Context: an optimization exercise on an open-source flow, tuned for small area, a short achievable clock period and few clock cycles per item. The choices shown serve that exercise and are no tape-out recipe. RTL that was checked went through simulation tests only; none was proved equivalent to the original. No functional check of the RTL was part of run 1. Power figures rest on the tool's default switching activity, not on a simulated workload.

## flow/flow/run.sh

```bash
#!/bin/bash
# The standard layout; the port buffers use the smallest buffer cell
# (every input and output port still gets its own buffer).
set -euo pipefail
bash standard.sh "BUFFER_PORTS_ARGS=-buffer_cell sky130_fd_sc_hd__buf_1" finish > flow_make.log 2>&1
```

## flow/standard.sh

```bash
#!/bin/bash
# synth_recipe.tcl (not shown) runs the flow's synth.tcl, then flattens the netlist and writes it again
# the make line also repeats each setting of config.mk as NAME=value (left out here)
make -C /OpenROAD-flow-scripts/flow DESIGN_CONFIG=/design/flow/config.mk WORK_HOME=/design/flow/orfs CLKGATE_MAP_FILE= SYNTH_SCRIPT=/design/flow/synth_recipe.tcl "${@:-finish}"
```

## flow/config.mk

```make
export PLATFORM = sky130hd
export DESIGN_NAME = ex_stage
export DESIGN_NICKNAME = ex_stage
export VERILOG_FILES = /design/flow/design.v
export SDC_FILE = /design/flow/constraint.sdc
export NUM_CORES = 4
export LEC_CHECK = 0
export ABC_AREA = 1
export CAP_MARGIN = 20
export CORE_MARGIN = 2
export CORE_UTILIZATION = 40
export CTS_BUF_LIST = sky130_fd_sc_hd__clkbuf_8
export SETUP_SLACK_MARGIN = 5
export SLEW_MARGIN = 20
export SYNTH_HIERARCHICAL = 1
```

## flow/constraint.sdc

```tcl
create_clock -name core_clock -period 10.0 [get_ports {clk}]
set_input_delay 2.0000 -clock core_clock [delete_from_list [all_inputs] [get_ports {clk}]]
set_output_delay 2.0000 -clock core_clock [all_outputs]
set_load 0.01 [all_outputs]
```

## flow/design.v

```verilog
package ex_pkg;
  localparam logic [3:0] OP_AND = 4'b0000;
  localparam logic [3:0] OP_OR  = 4'b0001;
  localparam logic [3:0] OP_ADD = 4'b0010;
  localparam logic [3:0] OP_XOR = 4'b0011;
  localparam logic [3:0] OP_SLL = 4'b0100;
  localparam logic [3:0] OP_SRL = 4'b0101;
  localparam logic [3:0] OP_SUB = 4'b0110;
  localparam logic [3:0] OP_SLT = 4'b0111;
  localparam logic [3:0] OP_MUL = 4'b1000;
  localparam logic [3:0] OP_NOR = 4'b1100;
  typedef enum logic {
    ST_IDLE = 1'b0,
    ST_MUL  = 1'b1
  } ex_state_e;
  localparam int unsigned DEFAULT_WIDTH = 32;
  localparam int unsigned MUL_SLICES    = DEFAULT_WIDTH / 8;
  function automatic integer mul_slices(input integer width);
    mul_slices = width / 8;
  endfunction
endpackage
import ex_pkg::*;
module ex_stage
#(
  parameter int unsigned WIDTH = 32
) (
  input  logic             clk,
  input  logic             rst,
  input  logic             in_valid,
  output logic             in_ready,
  input  logic [3:0]       operation,
  input  logic [WIDTH-1:0] op_a,
  input  logic [WIDTH-1:0] op_b,
  input  logic [4:0]       shamt,
  input  logic [4:0]       rd,
  input  logic             reg_write,
  input  logic             stall_in,
  input  logic             flush,
  output logic             out_valid,
  output logic [WIDTH-1:0] result,
  output logic             zero,
  output logic [4:0]       out_rd,
  output logic             out_reg_write,
  output logic             busy
);
  logic v0_q, v1_q;
  logic hold1_s, ld1_s, ld0_s;
  assign hold1_s  = v1_q & stall_in;
  assign ld1_s    = ~hold1_s;
  assign ld0_s    = ~(v0_q & hold1_s);
  assign in_ready = ld0_s;
  always_ff @(posedge clk) begin
    if (!rst || flush) begin
      v0_q <= 1'b0;
      v1_q <= 1'b0;
    end else begin
      if (ld0_s) v0_q <= in_valid;
      if (ld1_s) v1_q <= v0_q;
    end
  end
  logic op_mul, op_sll, op_srl, op_shift, op_sub, op_slt, op_useb;
  assign op_mul   = (operation == OP_MUL);
  assign op_sll   = (operation == OP_SLL);
  assign op_srl   = (operation == OP_SRL);
  assign op_shift = op_sll | op_srl;
  assign op_sub   = (operation == OP_SUB);
  assign op_slt   = (operation == OP_SLT);
  assign op_useb  = (operation == OP_ADD) | op_sub | op_slt | (operation == OP_AND) |
                    (operation == OP_OR) | (operation == OP_XOR) | (operation == OP_NOR);
  logic [31:0] b_rev, b_sh, a_in;
  always_comb begin
    for (int i = 0; i < 32; i++) b_rev[i] = op_b[31 - i];
    b_sh = op_sll ? op_b : b_rev;
    if (op_shift)
      a_in = shamt[4] ? {b_sh[15:0], 16'd0} : b_sh;
    else if (op_mul | op_useb)
      a_in = op_a;
    else
      a_in = 32'd0;
  end
  logic [11:0] one_in, two_in, neg_in;
  logic [31:0] braw;
  assign braw = (op_sub | op_slt) ? ~op_b : op_b;
  always_comb begin
    for (int i = 0; i < 12; i++) begin
      logic b2, b1, bm;
      b2 = op_b[2*i+1];
      b1 = op_b[2*i];
      bm = (i == 0) ? 1'b0 : op_b[2*i-1];
      if (op_mul) begin
        one_in[i] = b1 ^ bm;
        two_in[i] = (b2 & ~b1 & ~bm) | (~b2 & b1 & bm);
        neg_in[i] = b2;
      end else if (op_shift) begin
        one_in[i] = (i < 8) && (shamt[3:1] == 3'(i)) && !shamt[0];
        two_in[i] = (i < 8) && (shamt[3:1] == 3'(i)) && shamt[0];
        neg_in[i] = 1'b0;
      end else begin
        one_in[i] = braw[2*i];
        two_in[i] = 1'b0;
        neg_in[i] = braw[2*i+1];
      end
    end
  end
  logic [3:0] wone, wtwo, wneg;
  always_comb begin
    for (int k = 0; k < 4; k++) begin
      logic b2, b1, bm;
      b2 = op_b[2*(12+k)+1];
      b1 = op_b[2*(12+k)];
      bm = op_b[2*(12+k)-1];
      wone[k] = b1 ^ bm;
      wtwo[k] = (b2 & ~b1 & ~bm) | (~b2 & b1 & bm);
      wneg[k] = b2;
    end
  end
  logic [7:0] wpp12;
  logic [5:0] wpp13;
  logic [3:0] wpp14;
  logic       wpp15_0, wpp15_1;
  logic [7:0] a8_sh;
  assign a8_sh   = {op_a[6:0], 1'b0};
  assign wpp12   = ({8{wone[0]}} & op_a[7:0] | {8{wtwo[0]}} & a8_sh[7:0]) ^ {8{wneg[0]}};
  assign wpp13   = ({6{wone[1]}} & op_a[5:0] | {6{wtwo[1]}} & a8_sh[5:0]) ^ {6{wneg[1]}};
  assign wpp14   = ({4{wone[2]}} & op_a[3:0] | {4{wtwo[2]}} & a8_sh[3:0]) ^ {4{wneg[2]}};
  assign wpp15_0 = wone[3] & op_a[0];
  assign wpp15_1 = (wone[3] & (op_a[1] ^ (wneg[3] & op_a[0]))) | (wtwo[3] & op_a[0]);
  logic [7:0] wt_x, wt_y;
  wire whs22, whc22;
  ex_ha u_wha22 (.a(wpp12[4]), .b(wpp13[2]), .s(whs22), .co(whc22));
  wire whs23, whc23;
  ex_ha u_wha23 (.a(wpp12[5]), .b(wpp13[3]), .s(whs23), .co(whc23));
  wire wfs198, wfc198;
  ex_fa u_wfa198 (.a(wpp12[6]), .b(wpp13[4]), .c(wpp14[2]), .s(wfs198), .co(wfc198));
  wire wfs199, wfc199;
  ex_fa u_wfa199 (.a(wpp12[7]), .b(wpp13[5]), .c(wpp14[3]), .s(wfs199), .co(wfc199));
  wire whs24, whc24;
  ex_ha u_wha24 (.a(wpp12[2]), .b(wpp13[0]), .s(whs24), .co(whc24));
  wire whs25, whc25;
  ex_ha u_wha25 (.a(wpp12[3]), .b(wpp13[1]), .s(whs25), .co(whc25));
  wire wfs200, wfc200;
  ex_fa u_wfa200 (.a(whs22), .b(wpp14[0]), .c(wneg[2]), .s(wfs200), .co(wfc200));
  wire wfs201, wfc201;
  ex_fa u_wfa201 (.a(whc22), .b(whs23), .c(wpp14[1]), .s(wfs201), .co(wfc201));
  wire wfs202, wfc202;
  ex_fa u_wfa202 (.a(whc23), .b(wfs198), .c(wpp15_0), .s(wfs202), .co(wfc202));
  wire wfs203, wfc203;
  ex_fa u_wfa203 (.a(wfc198), .b(wfs199), .c(wpp15_1), .s(wfs203), .co(wfc203));
  assign wt_x = {wfc202, wfc201, wfc200, whc25, whc24, whs24, wpp12[1], wpp12[0]};
  assign wt_y = {wfs203, wfs202, wfs201, wfs200, whs25, wneg[1], 1'b0, wneg[0]};
  logic [7:0] w_in;
  assign w_in = op_mul ? (wt_x + wt_y) : (op_useb ? braw[31:24] : 8'd0);
  logic [31:0] a0_q;
  logic [11:0] one0_q, two0_q, neg0_q;
  logic [7:0]  w0_q;
  logic [3:0]  op0_q;
  logic [4:0]  rd0_q;
  logic        rw0_q;
  always_ff @(posedge clk) begin
    if (ld0_s) begin
      a0_q   <= a_in;
      one0_q <= one_in;
      two0_q <= two_in;
      neg0_q <= neg_in;
      w0_q   <= w_in;
      op0_q  <= operation;
      rd0_q  <= rd;
      rw0_q  <= reg_write;
    end
  end
  logic [31:0] b0_raw;
  always_comb begin
    for (int i = 0; i < 12; i++) begin
      b0_raw[2*i]   = one0_q[i];
      b0_raw[2*i+1] = neg0_q[i];
    end
    b0_raw[31:24] = w0_q;
  end
  logic [31:0] a_sh;
  assign a_sh = {a0_q[30:0], 1'b0};
  logic [31:0] pp0;
  logic [29:0] pp1;
  logic [27:0] pp2;
  logic [25:0] pp3;
  logic [23:0] pp4;
  logic [21:0] pp5;
  logic [19:0] pp6;
  logic [17:0] pp7;
  logic [15:0] pp8;
  logic [13:0] pp9;
  logic [11:0] pp10;
  logic [9:0]  pp11;
  logic [11:0] bone, btwo, bneg;
  assign bone = one0_q;
  assign btwo = two0_q;
  assign bneg = neg0_q;
  assign pp0  = ({32{bone[0]}}  & a0_q[31:0]  | {32{btwo[0]}}  & a_sh[31:0])  ^ {32{bneg[0]}};
  assign pp1  = ({30{bone[1]}}  & a0_q[29:0]  | {30{btwo[1]}}  & a_sh[29:0])  ^ {30{bneg[1]}};
  assign pp2  = ({28{bone[2]}}  & a0_q[27:0]  | {28{btwo[2]}}  & a_sh[27:0])  ^ {28{bneg[2]}};
  assign pp3  = ({26{bone[3]}}  & a0_q[25:0]  | {26{btwo[3]}}  & a_sh[25:0])  ^ {26{bneg[3]}};
  assign pp4  = ({24{bone[4]}}  & a0_q[23:0]  | {24{btwo[4]}}  & a_sh[23:0])  ^ {24{bneg[4]}};
  assign pp5  = ({22{bone[5]}}  & a0_q[21:0]  | {22{btwo[5]}}  & a_sh[21:0])  ^ {22{bneg[5]}};
  assign pp6  = ({20{bone[6]}}  & a0_q[19:0]  | {20{btwo[6]}}  & a_sh[19:0])  ^ {20{bneg[6]}};
  assign pp7  = ({18{bone[7]}}  & a0_q[17:0]  | {18{btwo[7]}}  & a_sh[17:0])  ^ {18{bneg[7]}};
  assign pp8  = ({16{bone[8]}}  & a0_q[15:0]  | {16{btwo[8]}}  & a_sh[15:0])  ^ {16{bneg[8]}};
  assign pp9  = ({14{bone[9]}}  & a0_q[13:0]  | {14{btwo[9]}}  & a_sh[13:0])  ^ {14{bneg[9]}};
  assign pp10 = ({12{bone[10]}} & a0_q[11:0]  | {12{btwo[10]}} & a_sh[11:0])  ^ {12{bneg[10]}};
  assign pp11 = ({10{bone[11]}} & a0_q[9:0]   | {10{btwo[11]}} & a_sh[9:0])   ^ {10{bneg[11]}};
  logic [31:0] tree_x, tree_y;
  wire hs0, hc0;
  ex_ha u_ha0 (.a(pp0[16]), .b(pp1[14]), .s(hs0), .co(hc0));
  wire hs1, hc1;
  ex_ha u_ha1 (.a(pp0[17]), .b(pp1[15]), .s(hs1), .co(hc1));
  wire fs0, fc0;
  ex_fa u_fa0 (.a(pp0[18]), .b(pp1[16]), .c(pp2[14]), .s(fs0), .co(fc0));
  wire hs2, hc2;
  ex_ha u_ha2 (.a(pp3[12]), .b(pp4[10]), .s(hs2), .co(hc2));
  wire fs1, fc1;
  ex_fa u_fa1 (.a(pp0[19]), .b(pp1[17]), .c(pp2[15]), .s(fs1), .co(fc1));
  wire hs3, hc3;
  ex_ha u_ha3 (.a(pp3[13]), .b(pp4[11]), .s(hs3), .co(hc3));
  wire fs2, fc2;
  ex_fa u_fa2 (.a(pp0[20]), .b(pp1[18]), .c(pp2[16]), .s(fs2), .co(fc2));
  wire fs3, fc3;
  ex_fa u_fa3 (.a(pp3[14]), .b(pp4[12]), .c(pp5[10]), .s(fs3), .co(fc3));
  wire hs4, hc4;
  ex_ha u_ha4 (.a(pp6[8]), .b(pp7[6]), .s(hs4), .co(hc4));
  wire fs4, fc4;
  ex_fa u_fa4 (.a(pp0[21]), .b(pp1[19]), .c(pp2[17]), .s(fs4), .co(fc4));
  wire fs5, fc5;
  ex_fa u_fa5 (.a(pp3[15]), .b(pp4[13]), .c(pp5[11]), .s(fs5), .co(fc5));
  wire hs5, hc5;
  ex_ha u_ha5 (.a(pp6[9]), .b(pp7[7]), .s(hs5), .co(hc5));
  wire fs6, fc6;
  ex_fa u_fa6 (.a(pp0[22]), .b(pp1[20]), .c(pp2[18]), .s(fs6), .co(fc6));
  wire fs7, fc7;
  ex_fa u_fa7 (.a(pp3[16]), .b(pp4[14]), .c(pp5[12]), .s(fs7), .co(fc7));
  wire fs8, fc8;
  ex_fa u_fa8 (.a(pp6[10]), .b(pp7[8]), .c(pp8[6]), .s(fs8), .co(fc8));
  wire hs6, hc6;
  ex_ha u_ha6 (.a(pp9[4]), .b(pp10[2]), .s(hs6), .co(hc6));
  wire fs9, fc9;
  ex_fa u_fa9 (.a(pp0[23]), .b(pp1[21]), .c(pp2[19]), .s(fs9), .co(fc9));
  wire fs10, fc10;
  ex_fa u_fa10 (.a(pp3[17]), .b(pp4[15]), .c(pp5[13]), .s(fs10), .co(fc10));
  wire fs11, fc11;
  ex_fa u_fa11 (.a(pp6[11]), .b(pp7[9]), .c(pp8[7]), .s(fs11), .co(fc11));
  wire hs7, hc7;
  ex_ha u_ha7 (.a(pp9[5]), .b(pp10[3]), .s(hs7), .co(hc7));
  wire fs12, fc12;
  ex_fa u_fa12 (.a(pp0[24]), .b(pp1[22]), .c(pp2[20]), .s(fs12), .co(fc12));
  wire fs13, fc13;
  ex_fa u_fa13 (.a(pp3[18]), .b(pp4[16]), .c(pp5[14]), .s(fs13), .co(fc13));
  wire fs14, fc14;
  ex_fa u_fa14 (.a(pp6[12]), .b(pp7[10]), .c(pp8[8]), .s(fs14), .co(fc14));
  wire fs15, fc15;
  ex_fa u_fa15 (.a(pp9[6]), .b(pp10[4]), .c(pp11[2]), .s(fs15), .co(fc15));
  wire fs16, fc16;
  ex_fa u_fa16 (.a(pp0[25]), .b(pp1[23]), .c(pp2[21]), .s(fs16), .co(fc16));
  wire fs17, fc17;
  ex_fa u_fa17 (.a(pp3[19]), .b(pp4[17]), .c(pp5[15]), .s(fs17), .co(fc17));
  wire fs18, fc18;
  ex_fa u_fa18 (.a(pp6[13]), .b(pp7[11]), .c(pp8[9]), .s(fs18), .co(fc18));
  wire fs19, fc19;
  ex_fa u_fa19 (.a(pp9[7]), .b(pp10[5]), .c(pp11[3]), .s(fs19), .co(fc19));
  wire fs20, fc20;
  ex_fa u_fa20 (.a(pp0[26]), .b(pp1[24]), .c(pp2[22]), .s(fs20), .co(fc20));
  wire fs21, fc21;
  ex_fa u_fa21 (.a(pp3[20]), .b(pp4[18]), .c(pp5[16]), .s(fs21), .co(fc21));
  wire fs22, fc22;
  ex_fa u_fa22 (.a(pp6[14]), .b(pp7[12]), .c(pp8[10]), .s(fs22), .co(fc22));
  wire fs23, fc23;
  ex_fa u_fa23 (.a(pp9[8]), .b(pp10[6]), .c(pp11[4]), .s(fs23), .co(fc23));
  wire fs24, fc24;
  ex_fa u_fa24 (.a(pp0[27]), .b(pp1[25]), .c(pp2[23]), .s(fs24), .co(fc24));
  wire fs25, fc25;
  ex_fa u_fa25 (.a(pp3[21]), .b(pp4[19]), .c(pp5[17]), .s(fs25), .co(fc25));
  wire fs26, fc26;
  ex_fa u_fa26 (.a(pp6[15]), .b(pp7[13]), .c(pp8[11]), .s(fs26), .co(fc26));
  wire fs27, fc27;
  ex_fa u_fa27 (.a(pp9[9]), .b(pp10[7]), .c(pp11[5]), .s(fs27), .co(fc27));
  wire fs28, fc28;
  ex_fa u_fa28 (.a(pp0[28]), .b(pp1[26]), .c(pp2[24]), .s(fs28), .co(fc28));
  wire fs29, fc29;
  ex_fa u_fa29 (.a(pp3[22]), .b(pp4[20]), .c(pp5[18]), .s(fs29), .co(fc29));
  wire fs30, fc30;
  ex_fa u_fa30 (.a(pp6[16]), .b(pp7[14]), .c(pp8[12]), .s(fs30), .co(fc30));
  wire fs31, fc31;
  ex_fa u_fa31 (.a(pp9[10]), .b(pp10[8]), .c(pp11[6]), .s(fs31), .co(fc31));
  wire fs32, fc32;
  ex_fa u_fa32 (.a(pp0[29]), .b(pp1[27]), .c(pp2[25]), .s(fs32), .co(fc32));
  wire fs33, fc33;
  ex_fa u_fa33 (.a(pp3[23]), .b(pp4[21]), .c(pp5[19]), .s(fs33), .co(fc33));
  wire fs34, fc34;
  ex_fa u_fa34 (.a(pp6[17]), .b(pp7[15]), .c(pp8[13]), .s(fs34), .co(fc34));
  wire fs35, fc35;
  ex_fa u_fa35 (.a(pp9[11]), .b(pp10[9]), .c(pp11[7]), .s(fs35), .co(fc35));
  wire fs36, fc36;
  ex_fa u_fa36 (.a(pp0[30]), .b(pp1[28]), .c(pp2[26]), .s(fs36), .co(fc36));
  wire fs37, fc37;
  ex_fa u_fa37 (.a(pp3[24]), .b(pp4[22]), .c(pp5[20]), .s(fs37), .co(fc37));
  wire fs38, fc38;
  ex_fa u_fa38 (.a(pp6[18]), .b(pp7[16]), .c(pp8[14]), .s(fs38), .co(fc38));
  wire fs39, fc39;
  ex_fa u_fa39 (.a(pp9[12]), .b(pp10[10]), .c(pp11[8]), .s(fs39), .co(fc39));
  wire fs40, fc40;
  ex_fa u_fa40 (.a(pp0[31]), .b(pp1[29]), .c(pp2[27]), .s(fs40), .co(fc40));
  wire fs41, fc41;
  ex_fa u_fa41 (.a(pp3[25]), .b(pp4[23]), .c(pp5[21]), .s(fs41), .co(fc41));
  wire fs42, fc42;
  ex_fa u_fa42 (.a(pp6[19]), .b(pp7[17]), .c(pp8[15]), .s(fs42), .co(fc42));
  wire fs43, fc43;
  ex_fa u_fa43 (.a(pp9[13]), .b(pp10[11]), .c(pp11[9]), .s(fs43), .co(fc43));
  wire hs8, hc8;
  ex_ha u_ha8 (.a(pp0[10]), .b(pp1[8]), .s(hs8), .co(hc8));
  wire hs9, hc9;
  ex_ha u_ha9 (.a(pp0[11]), .b(pp1[9]), .s(hs9), .co(hc9));
  wire fs44, fc44;
  ex_fa u_fa44 (.a(pp0[12]), .b(pp1[10]), .c(pp2[8]), .s(fs44), .co(fc44));
  wire hs10, hc10;
  ex_ha u_ha10 (.a(pp3[6]), .b(pp4[4]), .s(hs10), .co(hc10));
  wire fs45, fc45;
  ex_fa u_fa45 (.a(pp0[13]), .b(pp1[11]), .c(pp2[9]), .s(fs45), .co(fc45));
  wire hs11, hc11;
  ex_ha u_ha11 (.a(pp3[7]), .b(pp4[5]), .s(hs11), .co(hc11));
  wire fs46, fc46;
  ex_fa u_fa46 (.a(pp0[14]), .b(pp1[12]), .c(pp2[10]), .s(fs46), .co(fc46));
  wire fs47, fc47;
  ex_fa u_fa47 (.a(pp3[8]), .b(pp4[6]), .c(pp5[4]), .s(fs47), .co(fc47));
  wire hs12, hc12;
  ex_ha u_ha12 (.a(pp6[2]), .b(pp7[0]), .s(hs12), .co(hc12));
  wire fs48, fc48;
  ex_fa u_fa48 (.a(pp0[15]), .b(pp1[13]), .c(pp2[11]), .s(fs48), .co(fc48));
  wire fs49, fc49;
  ex_fa u_fa49 (.a(pp3[9]), .b(pp4[7]), .c(pp5[5]), .s(fs49), .co(fc49));
  wire hs13, hc13;
  ex_ha u_ha13 (.a(pp6[3]), .b(pp7[1]), .s(hs13), .co(hc13));
  wire fs50, fc50;
  ex_fa u_fa50 (.a(hs0), .b(pp2[12]), .c(pp3[10]), .s(fs50), .co(fc50));
  wire fs51, fc51;
  ex_fa u_fa51 (.a(pp4[8]), .b(pp5[6]), .c(pp6[4]), .s(fs51), .co(fc51));
  wire fs52, fc52;
  ex_fa u_fa52 (.a(pp7[2]), .b(pp8[0]), .c(bneg[8]), .s(fs52), .co(fc52));
  wire fs53, fc53;
  ex_fa u_fa53 (.a(hc0), .b(hs1), .c(pp2[13]), .s(fs53), .co(fc53));
  wire fs54, fc54;
  ex_fa u_fa54 (.a(pp3[11]), .b(pp4[9]), .c(pp5[7]), .s(fs54), .co(fc54));
  wire fs55, fc55;
  ex_fa u_fa55 (.a(pp6[5]), .b(pp7[3]), .c(pp8[1]), .s(fs55), .co(fc55));
  wire fs56, fc56;
  ex_fa u_fa56 (.a(hc1), .b(fs0), .c(hs2), .s(fs56), .co(fc56));
  wire fs57, fc57;
  ex_fa u_fa57 (.a(pp5[8]), .b(pp6[6]), .c(pp7[4]), .s(fs57), .co(fc57));
  wire fs58, fc58;
  ex_fa u_fa58 (.a(pp8[2]), .b(pp9[0]), .c(bneg[9]), .s(fs58), .co(fc58));
  wire fs59, fc59;
  ex_fa u_fa59 (.a(fc0), .b(hc2), .c(fs1), .s(fs59), .co(fc59));
  wire fs60, fc60;
  ex_fa u_fa60 (.a(hs3), .b(pp5[9]), .c(pp6[7]), .s(fs60), .co(fc60));
  wire fs61, fc61;
  ex_fa u_fa61 (.a(pp7[5]), .b(pp8[3]), .c(pp9[1]), .s(fs61), .co(fc61));
  wire fs62, fc62;
  ex_fa u_fa62 (.a(fc1), .b(hc3), .c(fs2), .s(fs62), .co(fc62));
  wire fs63, fc63;
  ex_fa u_fa63 (.a(fs3), .b(hs4), .c(pp8[4]), .s(fs63), .co(fc63));
  wire fs64, fc64;
  ex_fa u_fa64 (.a(pp9[2]), .b(pp10[0]), .c(bneg[10]), .s(fs64), .co(fc64));
  wire fs65, fc65;
  ex_fa u_fa65 (.a(fc2), .b(fc3), .c(hc4), .s(fs65), .co(fc65));
  wire fs66, fc66;
  ex_fa u_fa66 (.a(fs4), .b(fs5), .c(hs5), .s(fs66), .co(fc66));
  wire fs67, fc67;
  ex_fa u_fa67 (.a(pp8[5]), .b(pp9[3]), .c(pp10[1]), .s(fs67), .co(fc67));
  wire fs68, fc68;
  ex_fa u_fa68 (.a(fc4), .b(fc5), .c(hc5), .s(fs68), .co(fc68));
  wire fs69, fc69;
  ex_fa u_fa69 (.a(fs6), .b(fs7), .c(fs8), .s(fs69), .co(fc69));
  wire fs70, fc70;
  ex_fa u_fa70 (.a(hs6), .b(pp11[0]), .c(bneg[11]), .s(fs70), .co(fc70));
  wire fs71, fc71;
  ex_fa u_fa71 (.a(fc6), .b(fc7), .c(fc8), .s(fs71), .co(fc71));
  wire fs72, fc72;
  ex_fa u_fa72 (.a(hc6), .b(fs9), .c(fs10), .s(fs72), .co(fc72));
  wire fs73, fc73;
  ex_fa u_fa73 (.a(fs11), .b(hs7), .c(pp11[1]), .s(fs73), .co(fc73));
  wire fs74, fc74;
  ex_fa u_fa74 (.a(fc9), .b(fc10), .c(fc11), .s(fs74), .co(fc74));
  wire fs75, fc75;
  ex_fa u_fa75 (.a(hc7), .b(fs12), .c(fs13), .s(fs75), .co(fc75));
  wire fs76, fc76;
  ex_fa u_fa76 (.a(fs14), .b(fs15), .c(w0_q[0]), .s(fs76), .co(fc76));
  wire fs77, fc77;
  ex_fa u_fa77 (.a(fc12), .b(fc13), .c(fc14), .s(fs77), .co(fc77));
  wire fs78, fc78;
  ex_fa u_fa78 (.a(fc15), .b(fs16), .c(fs17), .s(fs78), .co(fc78));
  wire fs79, fc79;
  ex_fa u_fa79 (.a(fs18), .b(fs19), .c(w0_q[1]), .s(fs79), .co(fc79));
  wire fs80, fc80;
  ex_fa u_fa80 (.a(fc16), .b(fc17), .c(fc18), .s(fs80), .co(fc80));
  wire fs81, fc81;
  ex_fa u_fa81 (.a(fc19), .b(fs20), .c(fs21), .s(fs81), .co(fc81));
  wire fs82, fc82;
  ex_fa u_fa82 (.a(fs22), .b(fs23), .c(w0_q[2]), .s(fs82), .co(fc82));
  wire fs83, fc83;
  ex_fa u_fa83 (.a(fc20), .b(fc21), .c(fc22), .s(fs83), .co(fc83));
  wire fs84, fc84;
  ex_fa u_fa84 (.a(fc23), .b(fs24), .c(fs25), .s(fs84), .co(fc84));
  wire fs85, fc85;
  ex_fa u_fa85 (.a(fs26), .b(fs27), .c(w0_q[3]), .s(fs85), .co(fc85));
  wire fs86, fc86;
  ex_fa u_fa86 (.a(fc24), .b(fc25), .c(fc26), .s(fs86), .co(fc86));
  wire fs87, fc87;
  ex_fa u_fa87 (.a(fc27), .b(fs28), .c(fs29), .s(fs87), .co(fc87));
  wire fs88, fc88;
  ex_fa u_fa88 (.a(fs30), .b(fs31), .c(w0_q[4]), .s(fs88), .co(fc88));
  wire fs89, fc89;
  ex_fa u_fa89 (.a(fc28), .b(fc29), .c(fc30), .s(fs89), .co(fc89));
  wire fs90, fc90;
  ex_fa u_fa90 (.a(fc31), .b(fs32), .c(fs33), .s(fs90), .co(fc90));
  wire fs91, fc91;
  ex_fa u_fa91 (.a(fs34), .b(fs35), .c(w0_q[5]), .s(fs91), .co(fc91));
  wire fs92, fc92;
  ex_fa u_fa92 (.a(fc32), .b(fc33), .c(fc34), .s(fs92), .co(fc92));
  wire fs93, fc93;
  ex_fa u_fa93 (.a(fc35), .b(fs36), .c(fs37), .s(fs93), .co(fc93));
  wire fs94, fc94;
  ex_fa u_fa94 (.a(fs38), .b(fs39), .c(w0_q[6]), .s(fs94), .co(fc94));
  wire fs95, fc95;
  ex_fa u_fa95 (.a(fc36), .b(fc37), .c(fc38), .s(fs95), .co(fc95));
  wire fs96, fc96;
  ex_fa u_fa96 (.a(fc39), .b(fs40), .c(fs41), .s(fs96), .co(fc96));
  wire fs97, fc97;
  ex_fa u_fa97 (.a(fs42), .b(fs43), .c(w0_q[7]), .s(fs97), .co(fc97));
  wire hs14, hc14;
  ex_ha u_ha14 (.a(pp0[6]), .b(pp1[4]), .s(hs14), .co(hc14));
  wire hs15, hc15;
  ex_ha u_ha15 (.a(pp0[7]), .b(pp1[5]), .s(hs15), .co(hc15));
  wire fs98, fc98;
  ex_fa u_fa98 (.a(pp0[8]), .b(pp1[6]), .c(pp2[4]), .s(fs98), .co(fc98));
  wire hs16, hc16;
  ex_ha u_ha16 (.a(pp3[2]), .b(pp4[0]), .s(hs16), .co(hc16));
  wire fs99, fc99;
  ex_fa u_fa99 (.a(pp0[9]), .b(pp1[7]), .c(pp2[5]), .s(fs99), .co(fc99));
  wire hs17, hc17;
  ex_ha u_ha17 (.a(pp3[3]), .b(pp4[1]), .s(hs17), .co(hc17));
  wire fs100, fc100;
  ex_fa u_fa100 (.a(hs8), .b(pp2[6]), .c(pp3[4]), .s(fs100), .co(fc100));
  wire fs101, fc101;
  ex_fa u_fa101 (.a(pp4[2]), .b(pp5[0]), .c(bneg[5]), .s(fs101), .co(fc101));
  wire fs102, fc102;
  ex_fa u_fa102 (.a(hc8), .b(hs9), .c(pp2[7]), .s(fs102), .co(fc102));
  wire fs103, fc103;
  ex_fa u_fa103 (.a(pp3[5]), .b(pp4[3]), .c(pp5[1]), .s(fs103), .co(fc103));
  wire fs104, fc104;
  ex_fa u_fa104 (.a(hc9), .b(fs44), .c(hs10), .s(fs104), .co(fc104));
  wire fs105, fc105;
  ex_fa u_fa105 (.a(pp5[2]), .b(pp6[0]), .c(bneg[6]), .s(fs105), .co(fc105));
  wire fs106, fc106;
  ex_fa u_fa106 (.a(fc44), .b(hc10), .c(fs45), .s(fs106), .co(fc106));
  wire fs107, fc107;
  ex_fa u_fa107 (.a(hs11), .b(pp5[3]), .c(pp6[1]), .s(fs107), .co(fc107));
  wire fs108, fc108;
  ex_fa u_fa108 (.a(fc45), .b(hc11), .c(fs46), .s(fs108), .co(fc108));
  wire fs109, fc109;
  ex_fa u_fa109 (.a(fs47), .b(hs12), .c(bneg[7]), .s(fs109), .co(fc109));
  wire fs110, fc110;
  ex_fa u_fa110 (.a(fc46), .b(fc47), .c(hc12), .s(fs110), .co(fc110));
  wire fs111, fc111;
  ex_fa u_fa111 (.a(fs48), .b(fs49), .c(hs13), .s(fs111), .co(fc111));
  wire fs112, fc112;
  ex_fa u_fa112 (.a(fc48), .b(fc49), .c(hc13), .s(fs112), .co(fc112));
  wire fs113, fc113;
  ex_fa u_fa113 (.a(fs50), .b(fs51), .c(fs52), .s(fs113), .co(fc113));
  wire fs114, fc114;
  ex_fa u_fa114 (.a(fc50), .b(fc51), .c(fc52), .s(fs114), .co(fc114));
  wire fs115, fc115;
  ex_fa u_fa115 (.a(fs53), .b(fs54), .c(fs55), .s(fs115), .co(fc115));
  wire fs116, fc116;
  ex_fa u_fa116 (.a(fc53), .b(fc54), .c(fc55), .s(fs116), .co(fc116));
  wire fs117, fc117;
  ex_fa u_fa117 (.a(fs56), .b(fs57), .c(fs58), .s(fs117), .co(fc117));
  wire fs118, fc118;
  ex_fa u_fa118 (.a(fc56), .b(fc57), .c(fc58), .s(fs118), .co(fc118));
  wire fs119, fc119;
  ex_fa u_fa119 (.a(fs59), .b(fs60), .c(fs61), .s(fs119), .co(fc119));
  wire fs120, fc120;
  ex_fa u_fa120 (.a(fc59), .b(fc60), .c(fc61), .s(fs120), .co(fc120));
  wire fs121, fc121;
  ex_fa u_fa121 (.a(fs62), .b(fs63), .c(fs64), .s(fs121), .co(fc121));
  wire fs122, fc122;
  ex_fa u_fa122 (.a(fc62), .b(fc63), .c(fc64), .s(fs122), .co(fc122));
  wire fs123, fc123;
  ex_fa u_fa123 (.a(fs65), .b(fs66), .c(fs67), .s(fs123), .co(fc123));
  wire fs124, fc124;
  ex_fa u_fa124 (.a(fc65), .b(fc66), .c(fc67), .s(fs124), .co(fc124));
  wire fs125, fc125;
  ex_fa u_fa125 (.a(fs68), .b(fs69), .c(fs70), .s(fs125), .co(fc125));
  wire fs126, fc126;
  ex_fa u_fa126 (.a(fc68), .b(fc69), .c(fc70), .s(fs126), .co(fc126));
  wire fs127, fc127;
  ex_fa u_fa127 (.a(fs71), .b(fs72), .c(fs73), .s(fs127), .co(fc127));
  wire fs128, fc128;
  ex_fa u_fa128 (.a(fc71), .b(fc72), .c(fc73), .s(fs128), .co(fc128));
  wire fs129, fc129;
  ex_fa u_fa129 (.a(fs74), .b(fs75), .c(fs76), .s(fs129), .co(fc129));
  wire fs130, fc130;
  ex_fa u_fa130 (.a(fc74), .b(fc75), .c(fc76), .s(fs130), .co(fc130));
  wire fs131, fc131;
  ex_fa u_fa131 (.a(fs77), .b(fs78), .c(fs79), .s(fs131), .co(fc131));
  wire fs132, fc132;
  ex_fa u_fa132 (.a(fc77), .b(fc78), .c(fc79), .s(fs132), .co(fc132));
  wire fs133, fc133;
  ex_fa u_fa133 (.a(fs80), .b(fs81), .c(fs82), .s(fs133), .co(fc133));
  wire fs134, fc134;
  ex_fa u_fa134 (.a(fc80), .b(fc81), .c(fc82), .s(fs134), .co(fc134));
  wire fs135, fc135;
  ex_fa u_fa135 (.a(fs83), .b(fs84), .c(fs85), .s(fs135), .co(fc135));
  wire fs136, fc136;
  ex_fa u_fa136 (.a(fc83), .b(fc84), .c(fc85), .s(fs136), .co(fc136));
  wire fs137, fc137;
  ex_fa u_fa137 (.a(fs86), .b(fs87), .c(fs88), .s(fs137), .co(fc137));
  wire fs138, fc138;
  ex_fa u_fa138 (.a(fc86), .b(fc87), .c(fc88), .s(fs138), .co(fc138));
  wire fs139, fc139;
  ex_fa u_fa139 (.a(fs89), .b(fs90), .c(fs91), .s(fs139), .co(fc139));
  wire fs140, fc140;
  ex_fa u_fa140 (.a(fc89), .b(fc90), .c(fc91), .s(fs140), .co(fc140));
  wire fs141, fc141;
  ex_fa u_fa141 (.a(fs92), .b(fs93), .c(fs94), .s(fs141), .co(fc141));
  wire fs142, fc142;
  ex_fa u_fa142 (.a(fc92), .b(fc93), .c(fc94), .s(fs142), .co(fc142));
  wire fs143, fc143;
  ex_fa u_fa143 (.a(fs95), .b(fs96), .c(fs97), .s(fs143), .co(fc143));
  wire hs18, hc18;
  ex_ha u_ha18 (.a(pp0[4]), .b(pp1[2]), .s(hs18), .co(hc18));
  wire hs19, hc19;
  ex_ha u_ha19 (.a(pp0[5]), .b(pp1[3]), .s(hs19), .co(hc19));
  wire fs144, fc144;
  ex_fa u_fa144 (.a(hs14), .b(pp2[2]), .c(pp3[0]), .s(fs144), .co(fc144));
  wire fs145, fc145;
  ex_fa u_fa145 (.a(hc14), .b(hs15), .c(pp2[3]), .s(fs145), .co(fc145));
  wire fs146, fc146;
  ex_fa u_fa146 (.a(hc15), .b(fs98), .c(hs16), .s(fs146), .co(fc146));
  wire fs147, fc147;
  ex_fa u_fa147 (.a(fc98), .b(hc16), .c(fs99), .s(fs147), .co(fc147));
  wire fs148, fc148;
  ex_fa u_fa148 (.a(fc99), .b(hc17), .c(fs100), .s(fs148), .co(fc148));
  wire fs149, fc149;
  ex_fa u_fa149 (.a(fc100), .b(fc101), .c(fs102), .s(fs149), .co(fc149));
  wire fs150, fc150;
  ex_fa u_fa150 (.a(fc102), .b(fc103), .c(fs104), .s(fs150), .co(fc150));
  wire fs151, fc151;
  ex_fa u_fa151 (.a(fc104), .b(fc105), .c(fs106), .s(fs151), .co(fc151));
  wire fs152, fc152;
  ex_fa u_fa152 (.a(fc106), .b(fc107), .c(fs108), .s(fs152), .co(fc152));
  wire fs153, fc153;
  ex_fa u_fa153 (.a(fc108), .b(fc109), .c(fs110), .s(fs153), .co(fc153));
  wire fs154, fc154;
  ex_fa u_fa154 (.a(fc110), .b(fc111), .c(fs112), .s(fs154), .co(fc154));
  wire fs155, fc155;
  ex_fa u_fa155 (.a(fc112), .b(fc113), .c(fs114), .s(fs155), .co(fc155));
  wire fs156, fc156;
  ex_fa u_fa156 (.a(fc114), .b(fc115), .c(fs116), .s(fs156), .co(fc156));
  wire fs157, fc157;
  ex_fa u_fa157 (.a(fc116), .b(fc117), .c(fs118), .s(fs157), .co(fc157));
  wire fs158, fc158;
  ex_fa u_fa158 (.a(fc118), .b(fc119), .c(fs120), .s(fs158), .co(fc158));
  wire fs159, fc159;
  ex_fa u_fa159 (.a(fc120), .b(fc121), .c(fs122), .s(fs159), .co(fc159));
  wire fs160, fc160;
  ex_fa u_fa160 (.a(fc122), .b(fc123), .c(fs124), .s(fs160), .co(fc160));
  wire fs161, fc161;
  ex_fa u_fa161 (.a(fc124), .b(fc125), .c(fs126), .s(fs161), .co(fc161));
  wire fs162, fc162;
  ex_fa u_fa162 (.a(fc126), .b(fc127), .c(fs128), .s(fs162), .co(fc162));
  wire fs163, fc163;
  ex_fa u_fa163 (.a(fc128), .b(fc129), .c(fs130), .s(fs163), .co(fc163));
  wire fs164, fc164;
  ex_fa u_fa164 (.a(fc130), .b(fc131), .c(fs132), .s(fs164), .co(fc164));
  wire fs165, fc165;
  ex_fa u_fa165 (.a(fc132), .b(fc133), .c(fs134), .s(fs165), .co(fc165));
  wire fs166, fc166;
  ex_fa u_fa166 (.a(fc134), .b(fc135), .c(fs136), .s(fs166), .co(fc166));
  wire fs167, fc167;
  ex_fa u_fa167 (.a(fc136), .b(fc137), .c(fs138), .s(fs167), .co(fc167));
  wire fs168, fc168;
  ex_fa u_fa168 (.a(fc138), .b(fc139), .c(fs140), .s(fs168), .co(fc168));
  wire fs169, fc169;
  ex_fa u_fa169 (.a(fc140), .b(fc141), .c(fs142), .s(fs169), .co(fc169));
  wire hs20, hc20;
  ex_ha u_ha20 (.a(pp0[2]), .b(pp1[0]), .s(hs20), .co(hc20));
  wire hs21, hc21;
  ex_ha u_ha21 (.a(pp0[3]), .b(pp1[1]), .s(hs21), .co(hc21));
  wire fs170, fc170;
  ex_fa u_fa170 (.a(hs18), .b(pp2[0]), .c(bneg[2]), .s(fs170), .co(fc170));
  wire fs171, fc171;
  ex_fa u_fa171 (.a(hc18), .b(hs19), .c(pp2[1]), .s(fs171), .co(fc171));
  wire fs172, fc172;
  ex_fa u_fa172 (.a(hc19), .b(fs144), .c(bneg[3]), .s(fs172), .co(fc172));
  wire fs173, fc173;
  ex_fa u_fa173 (.a(fc144), .b(fs145), .c(pp3[1]), .s(fs173), .co(fc173));
  wire fs174, fc174;
  ex_fa u_fa174 (.a(fc145), .b(fs146), .c(bneg[4]), .s(fs174), .co(fc174));
  wire fs175, fc175;
  ex_fa u_fa175 (.a(fc146), .b(fs147), .c(hs17), .s(fs175), .co(fc175));
  wire fs176, fc176;
  ex_fa u_fa176 (.a(fc147), .b(fs148), .c(fs101), .s(fs176), .co(fc176));
  wire fs177, fc177;
  ex_fa u_fa177 (.a(fc148), .b(fs149), .c(fs103), .s(fs177), .co(fc177));
  wire fs178, fc178;
  ex_fa u_fa178 (.a(fc149), .b(fs150), .c(fs105), .s(fs178), .co(fc178));
  wire fs179, fc179;
  ex_fa u_fa179 (.a(fc150), .b(fs151), .c(fs107), .s(fs179), .co(fc179));
  wire fs180, fc180;
  ex_fa u_fa180 (.a(fc151), .b(fs152), .c(fs109), .s(fs180), .co(fc180));
  wire fs181, fc181;
  ex_fa u_fa181 (.a(fc152), .b(fs153), .c(fs111), .s(fs181), .co(fc181));
  wire fs182, fc182;
  ex_fa u_fa182 (.a(fc153), .b(fs154), .c(fs113), .s(fs182), .co(fc182));
  wire fs183, fc183;
  ex_fa u_fa183 (.a(fc154), .b(fs155), .c(fs115), .s(fs183), .co(fc183));
  wire fs184, fc184;
  ex_fa u_fa184 (.a(fc155), .b(fs156), .c(fs117), .s(fs184), .co(fc184));
  wire fs185, fc185;
  ex_fa u_fa185 (.a(fc156), .b(fs157), .c(fs119), .s(fs185), .co(fc185));
  wire fs186, fc186;
  ex_fa u_fa186 (.a(fc157), .b(fs158), .c(fs121), .s(fs186), .co(fc186));
  wire fs187, fc187;
  ex_fa u_fa187 (.a(fc158), .b(fs159), .c(fs123), .s(fs187), .co(fc187));
  wire fs188, fc188;
  ex_fa u_fa188 (.a(fc159), .b(fs160), .c(fs125), .s(fs188), .co(fc188));
  wire fs189, fc189;
  ex_fa u_fa189 (.a(fc160), .b(fs161), .c(fs127), .s(fs189), .co(fc189));
  wire fs190, fc190;
  ex_fa u_fa190 (.a(fc161), .b(fs162), .c(fs129), .s(fs190), .co(fc190));
  wire fs191, fc191;
  ex_fa u_fa191 (.a(fc162), .b(fs163), .c(fs131), .s(fs191), .co(fc191));
  wire fs192, fc192;
  ex_fa u_fa192 (.a(fc163), .b(fs164), .c(fs133), .s(fs192), .co(fc192));
  wire fs193, fc193;
  ex_fa u_fa193 (.a(fc164), .b(fs165), .c(fs135), .s(fs193), .co(fc193));
  wire fs194, fc194;
  ex_fa u_fa194 (.a(fc165), .b(fs166), .c(fs137), .s(fs194), .co(fc194));
  wire fs195, fc195;
  ex_fa u_fa195 (.a(fc166), .b(fs167), .c(fs139), .s(fs195), .co(fc195));
  wire fs196, fc196;
  ex_fa u_fa196 (.a(fc167), .b(fs168), .c(fs141), .s(fs196), .co(fc196));
  wire fs197, fc197;
  ex_fa u_fa197 (.a(fc168), .b(fs169), .c(fs143), .s(fs197), .co(fc197));
  assign tree_x = {fc196, fc195, fc194, fc193, fc192, fc191, fc190, fc189, fc188, fc187, fc186, fc185, fc184, fc183, fc182, fc181, fc180, fc179, fc178, fc177, fc176, fc175, fc174, fc173, fc172, fc171, fc170, hc21, hc20, hs20, pp0[1], pp0[0]};
  assign tree_y = {fs197, fs196, fs195, fs194, fs193, fs192, fs191, fs190, fs189, fs188, fs187, fs186, fs185, fs184, fs183, fs182, fs181, fs180, fs179, fs178, fs177, fs176, fs175, fs174, fs173, fs172, fs171, fs170, hs21, bneg[1], 1'b0, 1'b0};
  logic [31:0] hp, hg, hp_rev;
  assign hp = tree_x ^ tree_y;
  assign hg = tree_x & tree_y;
  always_comb begin
    for (int i = 0; i < 32; i++) hp_rev[i] = hp[31 - i];
  end
  logic [31:0] ap, ag;
  assign ap = a0_q ^ b0_raw;
  assign ag = a0_q & b0_raw;
  logic [31:0] sg [0:5];
  logic [31:0] sp [0:5];
  logic        lt;
  always_comb begin
    sg[0] = {1'b0, ag[30:1], ag[0] | ap[0]};
    sp[0] = {1'b1, ap[30:1], 1'b0};
    for (int l = 0; l < 5; l++) begin
      sg[l+1] = 32'd0;
      sp[l+1] = 32'd0;
      for (int j = 0; j < (16 >> l); j++) begin
        sg[l+1][j] = sg[l][2*j+1] | (sp[l][2*j+1] & sg[l][2*j]);
        sp[l+1][j] = sp[l][2*j+1] & sp[l][2*j];
      end
    end
    lt = ap[31] ? ~sg[5][0] : a0_q[31];
  end
  logic [31:0] p_d, g_d;
  logic        c_d;
  always_comb begin
    p_d = 32'd0;
    g_d = 32'd0;
    c_d = 1'b0;
    case (op0_q)
      OP_MUL, OP_SLL: begin
        p_d = hp;
        g_d = hg;
        c_d = (op0_q == OP_MUL) & bneg[0];
      end
      OP_SRL:  p_d = hp_rev;
      OP_ADD: begin
        p_d = ap;
        g_d = ag;
      end
      OP_SUB: begin
        p_d = ap;
        g_d = ag;
        c_d = 1'b1;
      end
      OP_SLT:  p_d = {31'd0, lt};
      OP_AND:  p_d = ag;
      OP_OR:   p_d = ap | ag;
      OP_XOR:  p_d = ap;
      OP_NOR:  p_d = ~(ap | ag);
      default: ;
    endcase
  end
  logic [31:0] p1_q, g1_q;
  logic        c1_q;
  logic [4:0]  rd1_q;
  logic        rw1_q;
  always_ff @(posedge clk) begin
    if (ld1_s) begin
      p1_q  <= p_d;
      g1_q  <= g_d;
      c1_q  <= c_d;
      rd1_q <= rd0_q;
      rw1_q <= rw0_q;
    end
  end
  logic [31:0] hg0, hpp0, hgk [0:4], hpk [0:4];
  logic [31:0] gall, cy;
  always_comb begin
    hg0  = g1_q;
    hpp0 = p1_q;
    hg0[0] = g1_q[0] | (p1_q[0] & c1_q);
    hgk[0] = hg0;
    hpk[0] = hpp0;
    for (int i = 1; i < 32; i += 2) begin
      hgk[0][i] = hg0[i] | (hpp0[i] & hg0[i-1]);
      hpk[0][i] = hpp0[i] & hpp0[i-1];
    end
    for (int l = 1; l < 5; l++) begin
      hgk[l] = hgk[l-1];
      hpk[l] = hpk[l-1];
      for (int i = 1; i < 32; i += 2) begin
        if (i - (1 << l) >= 0) begin
          hgk[l][i] = hgk[l-1][i] | (hpk[l-1][i] & hgk[l-1][i - (1 << l)]);
          hpk[l][i] = hpk[l-1][i] & hpk[l-1][i - (1 << l)];
        end
      end
    end
    gall = hgk[4];
    for (int i = 2; i < 32; i += 2)
      gall[i] = hg0[i] | (hpp0[i] & hgk[4][i-1]);
    cy = {gall[30:0], c1_q};
  end
  assign result        = p1_q ^ cy;
  assign zero          = ~|result;
  assign out_valid     = v1_q;
  assign out_rd        = rd1_q;
  assign out_reg_write = rw1_q;
  assign busy          = v0_q;
endmodule
module ex_fa (
  input  logic a,
  input  logic b,
  input  logic c,
  output logic s,
  output logic co
);
  assign s  = a ^ b ^ c;
  assign co = (a & b) | (a & c) | (b & c);
endmodule
module ex_ha (
  input  logic a,
  input  logic b,
  output logic s,
  output logic co
);
  assign s  = a ^ b;
  assign co = a & b;
endmodule
```

==> run summary, run 1 <==
status = no timing/DRC/antenna violations
CTS hold repair buffers = 0
post-synthesis cell type count = 44
Flop pwr share = 14.1%
fin crit share = 53.19%
VDD IR max = 474.4 uV
cell with the most instances after synthesis = xor2_1
vias post-DR = 18.08k
CP cell instances = ha_2, or2_4, ha_4, nor2_4, o21ai_4, a21oi_4, inv_2, buf_4, ha_1, nor2_1, xnor2_1, nor4_1, nand4_1, nor2_1, buf_2
Clk pwr share = 7.3%
worst-skew pair later-pin latency = 500 ps
Clock Skews = 21.53 ps
die area = 51870 sq um
RSZ-0062 raised after global routing = yes
detailed-route DRC error count = 0
Switching Share = 52.86%
Die Width = 227.7 um
CTS tree = yes
Ys Warns = 11
crit path DAT = 3320 ps
Filler Cells Inserted = 4768
Max stage delay on crit path = 460 ps
leading area contributor after synthesis = edfxtp_1
CP Launch Type = flop
clock buffer depth = 2
root buffer cell = clkbuf_8
I/O Buffers = 125
P_sw = 3.706 mW
CP Capture Type = output port
sequential area share after synthesis = 23.59%
first-pass GRT wire length = 114100 um
internal reg-to-reg setup slack = 5050 ps
nets@finish = 2701
Slew headroom = 33.83%
dpl hpwl = 53890 um
number of synthesized register bits = 158
Hold WS = 420.4 ps
max-slew violation count = 0
Initial Util = 40.74%
Die H = 227.7 um
vias in the first global route = 17.68k
Area contributors post-synth = edfxtp_1 (23%), fa_1 (20%), xor2_1 (12%)
row count = 81
max frequency = 188.0 MHz
Critical Path Most Common Cell = nor2_1
share of the synthesized area in the top cell type = 23.39%
htree depth = 4
Comb power frac = 78.6%
Syn Inst Count = 2166
total CTS buffers = 17
vias per cell = 6.129
setup_tns = 0 ps
syn_nets = 2597
crit-path max FO = 3
largest net degree at the start of global routing = 69
WL final = 76980 um
Top FF cell, synth = edfxtp_1
global-route usage over all layers = 29.04%
final hold vios = 0
EDFF count, synth = 156
gr ovfl total = 0
Critical Path RT = 8000 ps
ys async rst share = 0%
Power Density = 311.9 nW/um^2
First DRT Iteration DRCs = 2335
P_leak = 9.355 nW
Post-Syn Area per Cell = 9.245 sq um
clock net sink count = 158
DRT antenna net count = 0
hold crit path type = flop to flop
Worst-Margin Slew = 991.5 ps
Worst path slowest cell = nor4_1
Max Cap Viol = 0
kind of critical path = flop to output port
DRT Pass-1 Iters = 6
share of cells above drive strength 1 = 11.21%
final worst path period need = 5319 ps
io pins = 126
core area = 49150 sq um
synthesis-to-layout area growth = 12.27%
top post-synthesis cells by count = xor2_1 (280), nand2_1 (272), o22ai_1 (269), fa_1 (204), inv_1 (180)
Setup violations, final = 0
number of buffers and inverters on the critical path = 3
routed len/inst = 26.09 um
kind of cell adding the most delay to the critical path = simple AND/OR/NAND/NOR gates
Internal Power = 3.305 mW
synthesized area = 20020 sq um
initial antenna violation count = 3
clock-pin transition on the worst setup and hold timing paths = 100 ps
GPL Wtd Cong = 0.9790
## kinds of logic after synthesis
logic type / synth area share (%)
compound gates: 18.66
fa+ha+maj: 29.33
buf+inv: 7.017
xor+xnor: 12.73
simple gates: 8.667
flops: 23.59
## Yosys stat by module, one instance, submodules excluded
module | times used | cell area (sq um) | flip-flops and latches
ex_fa | 204 | 20.02 | 0
ex_ha | 26 | 12.51 | 0
ex_stage | 1 | 15610 | 158
## final timing paths
path / start / to / cells past startpoint
min reg2reg: rw0_q / rw1_q / 0
min: rw0_q / rw1_q / 0
max: c1_q / zero / 15
max reg2reg: a0_q[24] / p1_q[4] / 13
## registers in the layout (all words and copies together) (netlist names), 4 cells and up
register,flops
a0_q,32
p1_q,32
g1_q,31
neg0_q,12
one0_q,12
two0_q,12
w0_q,8
rd0_q,5
rd1_q,5
op0_q,4
## stage by stage
step                setup slack, ps  power (mW)  area, sq um  std cells  utilization (%)
floorplan                      5081       4.007        20040       2166                -
detailed placement             4400       6.086        20940       2834            42.61
CTS                            4528       6.733        21860       2902            44.46
global route                   4433       7.421        22480       2948            45.73
finish                         4681       7.011        22480       2950            45.74
global placement               4426       6.034        20940       2834            42.61
## per-layer routing
| layer | global-route usage [%] | vias to the layer above | share of wire (%) |
|---|---|---|---|
| li1 | - | 7807 | - |
| met1 | 39.22 | 8789 | 40 |
| met2 | 43.92 | 1263 | 44 |
| met3 | 7.530 | 223 | 12 |
| met4 | 12.64 | 0 | 4.9 |
| met5 | 0 | - | 0 |
## placed cells by master, fill, tap and decap left out, types with 6 or more instances in the layout
cell type   instances
o21ai_1            29
buf_12              7
nor2_4              7
o22ai_1           269
nand3_1            37
o21ai_0            87
inv_4               6
buf_6              15
nand2_1           268
fa_1              204
buf_1             113
clkinvlp_4         32
o211ai_1            9
clkbuf_8           18
ha_1              134
nand4_1             6
a22oi_1            48
nor3_1              9
edfxtp_1          156
ha_2                7
a21oi_1            64
o221ai_1            7
nor2_2              8
o2111ai_1          24
inv_2              15
xor2_1            278
inv_1             161
nor2_1             61
buf_4              79
o311ai_1           14
xnor2_1             9
## area by class of cell
type	count	area [sq um]	area share, %
flip-flops and latches	158	4725	21.02
repair inverters	11	75.07	0.3339
inverters	207	870.8	3.874
clock inverters	14	168.9	0.7513
diodes	3	7.507	0.03339
repair buffers	223	1394	6.200
clock buffers	18	247.7	1.102
multi-input cells	1652	14160	63.00
well taps	664	830.8	3.695
## power groups by stage
stage | sequential, mW | combinational, mW | clock [mW]
CTS | 0.990 | 5.22 | 0.523
detailed placement | 0.996 | 5.09 | 0
global placement | 0.993 | 5.04 | 0
global route | 0.999 | 5.87 | 0.551
finish | 0.987 | 5.51 | 0.511
floorplan | 0.950 | 3.06 | 0
## timing repair
action	CTS	global route
endpoints found under the hold margin	0	0
setup buffers	26	43
cloned	10	1
pin swaps	19	22
resized for setup	67	61
setup endpoints to repair	61	40
==> inputs of run 2 (changes only) <==
--- a/flow/design.v
+++ b/flow/design.v
@@ -746,4 +746,6 @@
   end
+  logic [31:0] zterm;
+  assign zterm = p1_q ^ {p1_q[30:0] | g1_q[30:0], c1_q};
   assign result        = p1_q ^ cy;
-  assign zero          = ~|result;
+  assign zero          = ~|zterm;
   assign out_valid     = v1_q;
--- a/flow/config.mk
+++ b/flow/config.mk
@@ -8,3 +8,3 @@
 export ABC_AREA = 1
-export CAP_MARGIN = 20
+export CAP_MARGIN = 5
 export CORE_MARGIN = 2
@@ -13,3 +13,3 @@
 export SETUP_SLACK_MARGIN = 5
-export SLEW_MARGIN = 20
+export SLEW_MARGIN = 5
 export SYNTH_HIERARCHICAL = 1
==> run 2 against run 1 <==
Against the previous run: clock power decreased by 12%; still clean on timing, DRC and antenna; largest cell class unchanged; critical endpoint is now p1_q[10]; clock skew decreased by 3.3 ps; final cell count increased by 2.1%; sequential share of layout area decreased by 0.052 points; setup slack improved by 300 ps; final area increased by 0.25%; synthesized cell count increased by 3.6%.
==> run summary, run 2 <==
status = no timing/DRC/antenna violations
vias per cell = 6.173
cell with the most instances after synthesis = xor2_1
CP Launch Type = flop
post-route setup slack = 4982 ps
leading area contributor after synthesis = edfxtp_1
Syn Inst Count = 2245
overall power = 6.772 mW
clock-pin transition on the worst setup and hold timing paths = 100 ps
nets@finish = 2757
detailed-route DRC error count = 0
Critical Path RT = 10240 ps
commonest non-fill, non-tap cell in the layout = xor2_1
sequential area share after synthesis = 23.16%
final hold vios = 0
GPL Wtd Cong = 0.9649
EDFF count, synth = 156
worst-skew pair later-pin latency = 510 ps
Die H = 229.9 um
Max Cap Viol = 0
max-slew violation count = 0
hold crit path type = flop to flop
syn_nets = 2676
vias in the first global route = 18.17k
first-pass GRT wire length = 114700 um
Place WS = 4412 ps
core area = 50270 sq um
largest net degree at the start of global routing = 68
max frequency = 199.3 MHz
Area contributors post-synth = edfxtp_1 (23%), fa_1 (20%), xor2_1 (13%)
Ys Warns = 11
fin crit share = 50.18%
share of cells above drive strength 1 = 9.705%
DRT antenna net count = 0
kind of critical path = flop to flop
setup_tns = 0 ps
P_leak = 9.297 nW
row count = 82
ys async rst share = 0%
crit path DAT = 5260 ps
Hold WS = 429.5 ps
WL final = 78850 um
Clock Skews = 18.20 ps
global-route usage over all layers = 28.78%
DRT Pass-1 Iters = 6
Initial Util = 40.58%
Power Density = 300.5 nW/um^2
Slew headroom = 22.63%
Filler Cells Inserted = 4905
share of the synthesized area in the top cell type = 22.96%
final worst path period need = 5018 ps
CP Capture Type = flop
top post-synthesis cells by count = xor2_1 (302), nand2_1 (269), o22ai_1 (268), fa_1 (204), inv_1 (174)
CTS tree = yes
biggest regs = a0_q x32, p1_q x32, g1_q x31
io pins = 126
clock net sink count = 158
synthesis-to-layout area growth = 10.46%
crit-path max FO = 4
post-synthesis cell type count = 44
gr ovfl total = 0
vias post-DR = 18.59k
dpl hpwl = 54510 um
synthesized area = 20400 sq um
routed len/inst = 26.19 um
Post-Syn Area per Cell = 9.088 sq um
ANT cells = 0
clock buffer depth = 2
I/O Buffers = 125
internal reg-to-reg setup slack = 4980 ps
VDD IR max = 437.0 uV
root buffer cell = clkbuf_8
initial antenna violation count = 1
register area = 4725 sq um
htree depth = 4
RSZ-0062 raised after global routing = yes
number of synthesized register bits = 158
First DRT Iteration DRCs = 2139
total CTS buffers = 17
Setup violations, final = 0
area of the multi-input gates = 14520 sq um
Worst-Margin Slew = 1161 ps
most frequent cells in the layout = xor2_1 (302), o22ai_1 (268), nand2_1 (265), fa_1 (204), edfxtp_1 (156)
Top FF cell, synth = edfxtp_1
Die Width = 229.9 um
die area = 52830 sq um
Final Util = 44.83%
[run 2: cell types whose count changed after synthesis, moves of 6 or more]
| cell | before | now |
|---|---|---|
| o221ai_1 | 7 | 15 |
| o21ai_0 | 89 | 128 |
| inv_1 | 180 | 174 |
| xor2_1 | 280 | 302 |
| nand4_1 | 6 | 12 |
| o21ai_1 | 31 | 9 |
| o311ai_1 | 14 | 0 |
| nor2_1 | 70 | 122 |
[run 2: power by group]
part	internal, mW	switching [mW]
Sequential	0.891	0.142
Clock	0.179	0.272
Combinational	2.12	3.16
Total	3.19	3.58
[run 2: cell families after synthesis]
kind of cell	count (synthesis)	share of synthesized area [%]
simple gates	478	9.701
xor+xnor	313	13.44
compound gates	598	18.17
flops	158	23.16
buf+inv	351	6.752
fa+ha+maj	347	28.79
[run 2: through the flow]
stage	instances	instance area, sq um
global route	3011	22540
CTS	2967	22030
global placement	2918	21330
floorplan	2245	20420
finish	3011	22540
detailed placement	2918	21330
[run 2: worst paths after layout]
| kind | startpoint | to | cells past startpoint |
|---|---|---|---|
| max reg2reg | a0_q[10] | p1_q[10] | 11 |
| min | rd0_q[2] | rd1_q[2] | 0 |
| max | a0_q[10] | p1_q[10] | 11 |
| min reg2reg | rd0_q[2] | rd1_q[2] | 0 |
[run 2: critical path, stage by stage, from the launching register on]
cell and delay [ps]:
edfxtp_1 500, ha_1 380, a21oi_1 240, xor2_1 370, fa_1 510, fa_1 480, fa_1 540, fa_1 440
fa_1 490, ha_1 370, a22oi_1 270, o2111ai_1 160
[run 2: layout make-up]
type | instances | area share [%]
repair inverters | 13 | 0.3886
multi-input cells | 1736 | 64.41
well taps | 672 | 3.731
flip-flops and latches | 158 | 20.96
clock inverters | 15 | 0.5607
clock buffers | 17 | 1.038
inverters | 201 | 3.775
repair buffers | 199 | 5.135
[run 2: timing repair]
| item | 4_1_cts | 5_1_grt |
|---|---|---|
| pin swaps | 19 | 14 |
| setup buffers | 11 | 37 |
| setup endpoints to repair | 62 | 38 |
| resized for setup | 64 | 43 |
| gates cloned | 6 | 7 |
| hold buffers | 0 | 0 |
[run 2: metal layers]
layer	track usage (%)	wire (um)
met2	43.39	33620
met1	39.04	31590
met3	7.502	9288
met5	0	0
met4	12.32	4349
[run 2: Yosys stat by module (local to each module, per instance)]
| module | cell area (sq um) | times used | flip-flops and latches | cells inside |
|---|---|---|---|---|
| ex_fa | 20.02 | 204 | 0 | 1 |
| ex_ha | 12.51 | 26 | 0 | 1 |
| ex_stage | 15990 | 1 | 158 | 2015 |
Testbench counts of run 2, summed over its fixed seeds: cycles 13,329, items 12,000.
==> inputs of run 3 (changes only) <==
--- a/flow/config.mk
+++ b/flow/config.mk
@@ -8,3 +8,3 @@
 export ABC_AREA = 1
-export CAP_MARGIN = 5
+export CAP_MARGIN = 20
 export CORE_MARGIN = 2
@@ -12,4 +12,6 @@
 export CTS_BUF_LIST = sky130_fd_sc_hd__clkbuf_8
+export CTS_CLUSTER_DIAMETER = 80
+export CTS_CLUSTER_SIZE = 40
 export SETUP_SLACK_MARGIN = 5
-export SLEW_MARGIN = 5
+export SLEW_MARGIN = 20
 export SYNTH_HIERARCHICAL = 1
==> run 3 against run 2 <==
Against the previous run: register-to-register slack about the same; non-clock buffer count unchanged; hold slack did not move; critical path depth stayed put; via count stayed put; clock skew did not move; global-route usage did not move; final cell count unchanged; die area did not move; sequential power about the same; critical endpoint unchanged.
==> run summary, run 3 <==
sequential area share after synthesis = 23.16%
I/O Buffers = 125
VDD IR max = 437.0 uV
clock net sink count = 158
share of cells above drive strength 1 = 9.705%
biggest regs = a0_q x32, p1_q x32, g1_q x31
DRT Pass-1 Iters = 6
row count = 82
Final Util = 44.83%
Worst Hold Path Cells = 0
crit-path max FO = 4
first-pass GRT wire length = 114700 um
most frequent cells in the layout = xor2_1 (302), o22ai_1 (268), nand2_1 (265), fa_1 (204), edfxtp_1 (156)
detailed-route DRC error count = 0
Critical Path RT = 10240 ps
global-route usage over all layers = 28.78%
final worst path period need = 5018 ps
ANT cells = 0
Max stage delay on crit path = 540 ps
Worst path slowest cell = fa_1
cell with the most instances after synthesis = xor2_1
CP Capture Type = flop
WL final = 78850 um
leading area contributor after synthesis = edfxtp_1
nets@finish = 2757
CTS hold repair buffers = 0
clock-pin transition on the worst setup and hold timing paths = 100 ps
r2r startpoint = a0_q[10]
Critical Path Most Common Cell = fa_1
post-synthesis cell type count = 44
CP cell instances = ha_1, a21oi_1, xor2_1, fa_1, fa_1, fa_1, fa_1, fa_1, ha_1, a22oi_1, o2111ai_1
CTS tree = yes
commonest non-fill, non-tap cell in the layout = xor2_1
hold crit path type = flop to flop
die area = 52830 sq um
top post-synthesis cells by count = xor2_1 (302), nand2_1 (269), o22ai_1 (268), fa_1 (204), inv_1 (174)
dpl hpwl = 54510 um
Die H = 229.9 um
GPL Wtd Cong = 0.9649
worst r2r path cells = 11
First DRT Iteration DRCs = 2139
Top FF cell, synth = edfxtp_1
setup_tns = 0 ps
root buffer cell = clkbuf_8
initial antenna violation count = 1
worst-skew pair later-pin latency = 510 ps
status = no timing/DRC/antenna violations
vias post-DR = 18.59k
Hold Path End = rd1_q[2]
Area contributors post-synth = edfxtp_1 (23%), fa_1 (20%), xor2_1 (13%)
max-slew violation count = 0
Max Cap Viol = 0
Hold WS = 429.5 ps
max frequency = 199.3 MHz
min-delay src = rd0_q[2]
Slew headroom = 22.63%
syn_nets = 2676
CP Launch Type = flop
synthesis-to-layout area growth = 10.46%
vias in the first global route = 18.17k
internal reg-to-reg setup slack = 4980 ps
vias per cell = 6.173
kind of critical path = flop to flop
Power Density = 300.5 nW/um^2
Setup violations, final = 0
synthesized area = 20400 sq um
fin crit share = 50.18%
share of the synthesized area in the top cell type = 22.96%
final hold vios = 0
Clock Skews = 18.20 ps
Ys Warns = 11
gr ovfl total = 0
total CTS buffers = 17
clock buffer depth = 2
Initial Util = 40.58%
ys async rst share = 0%
htree depth = 4
largest net degree at the start of global routing = 68
EDFF count, synth = 156
DRT antenna net count = 0
Post-Syn Area per Cell = 9.088 sq um
worst flop-to-flop path endpoint = p1_q[10]
Syn Inst Count = 2245
crit path DAT = 5260 ps
kind of cell adding the most delay to the critical path = adder cells
routed len/inst = 26.19 um
Die Width = 229.9 um
Worst-Margin Slew = 1161 ps
io pins = 126
P_leak = 9.297 nW
RSZ-0062 raised after global routing = yes
Filler Cells Inserted = 4905
number of synthesized register bits = 158
number of buffers and inverters on the critical path = 0
core area = 50270 sq um
==> run 3: cell counts in the layout (fill, tap and decap cells not counted) <==
No cell type changed its count.
==> run 3: Yosys stat by module, one instance, submodules excluded <==
module    flip-flops and latches  copies in the design  cell area (sq um)  cells inside
ex_stage                     158                     1              15990          2015
ex_ha                          0                    26              12.51             1
ex_fa                          0                   204              20.02             1
==> run 3: metal layers <==
| layer | vias up | share of wire (%) | global-route usage (%) |
|---|---|---|---|
| li1 | 7991 | - | - |
| met1 | 8987 | 40 | 39.04 |
| met3 | 272 | 12 | 7.502 |
| met2 | 1338 | 43 | 43.39 |
| met5 | - | 0 | 0 |
| met4 | 0 | 5.5 | 12.32 |
==> run 3: worst register-to-register path: cells and delay by family, from the launching register on <==
| family | cells | cell delay (ps) |
|---|---|---|
| AOI/OAI and AO/OA | 3 | 670 |
| xor gates and xnor gates | 1 | 370 |
| adders and majority gates | 7 | 3220 |
| DFF | 1 | 500 |
==> run 3: what timing repair did <==
| item | in CTS | in global routing |
|---|---|---|
| cloned | 6 | 7 |
| buffers inserted | 11 | 37 |
| pin swaps | 19 | 14 |
| gates resized for setup | 64 | 43 |
| setup endpoints to repair | 62 | 38 |
==> run 3: layout make-up <==
type	instances	area [sq um]	share of cell area (%)
multi-input cells	1736	14520	64.41
flip-flops and latches	158	4725	20.96
repair buffers	199	1157	5.135
inverters	201	850.8	3.775
well taps	672	840.8	3.731
clock buffers	17	234.0	1.038
clock inverters	15	126.4	0.5607
repair inverters	13	87.58	0.3886
==> run 3: metrics by stage <==
step           cell area, sq um  cells  power, mW  worst slack [ps]
3_5_place_dp              21330   2918      6.068              4412
5_1_grt                   22540   3011      7.220              4913
6_report                  22540   3011      6.772              4982
2_1_floorplan             20420   2245      4.118              5068
3_3_place_gp              21330   2918      5.976              4388
4_1_cts                   22030   2967      6.607              4919
==> run 3: logic make-up after synthesis <==
| kind of cell | count (synthesis) | share of synthesized area, % |
|---|---|---|
| flops | 158 | 23.16 |
| fa+ha+maj | 347 | 28.79 |
| simple gates | 478 | 9.701 |
| buf+inv | 351 | 6.752 |
| compound gates | 598 | 18.17 |
| xor+xnor | 313 | 13.44 |
==> run 3: how the worst max path moves through the flow <==
stage | depth (start not counted) | startpoint | endpoint | slack, ps
after CTS | 14 | p1_q[0] | result[29] | 4920
after floorplan | 15 | op_b[27] | w0_q[7] | 5070
final | 11 | a0_q[10] | p1_q[10] | 4980
after global placement | 15 | op_b[27] | w0_q[7] | 4390
after detailed placement | 16 | op_b[25] | w0_q[7] | 4410
after global routing | 14 | c1_q | result[29] | 4910
==> run 3: where the power goes <==
part / internal (mW) / switching, mW
clock network: 0.179 / 0.272
logic: 2.12 / 3.16
registers: 0.891 / 0.142

separate check: timing with driven ports:
How much do the figures lean on ideal ports? The routed layouts below were timed once more, with nothing changed but the port constraints.
Step 1 assumes that a clkbuf_16 drives the clock port and a buf_2 every other input.
Step 2 moves the port delays by t, midway between the first and last clock arrival at a register: inputs arrive t later, outputs are due t later. That takes back most of the time a late clock gives input paths.
Three values: ideal, step 1, step 2; two values: the first two.
run	t (ns)	setup slack, ns	slew at the worst register clock pin (ns)
run 1	0.540	4.681 / 4.629 / 4.791	0.10 / 0.10
run 2	0.554	4.982 / 4.982 / 4.710	0.10 / 0.10
run 3	0.554	4.982 / 4.982 / 4.710	0.10 / 0.10
After both steps setup and hold are still met in every run listed.
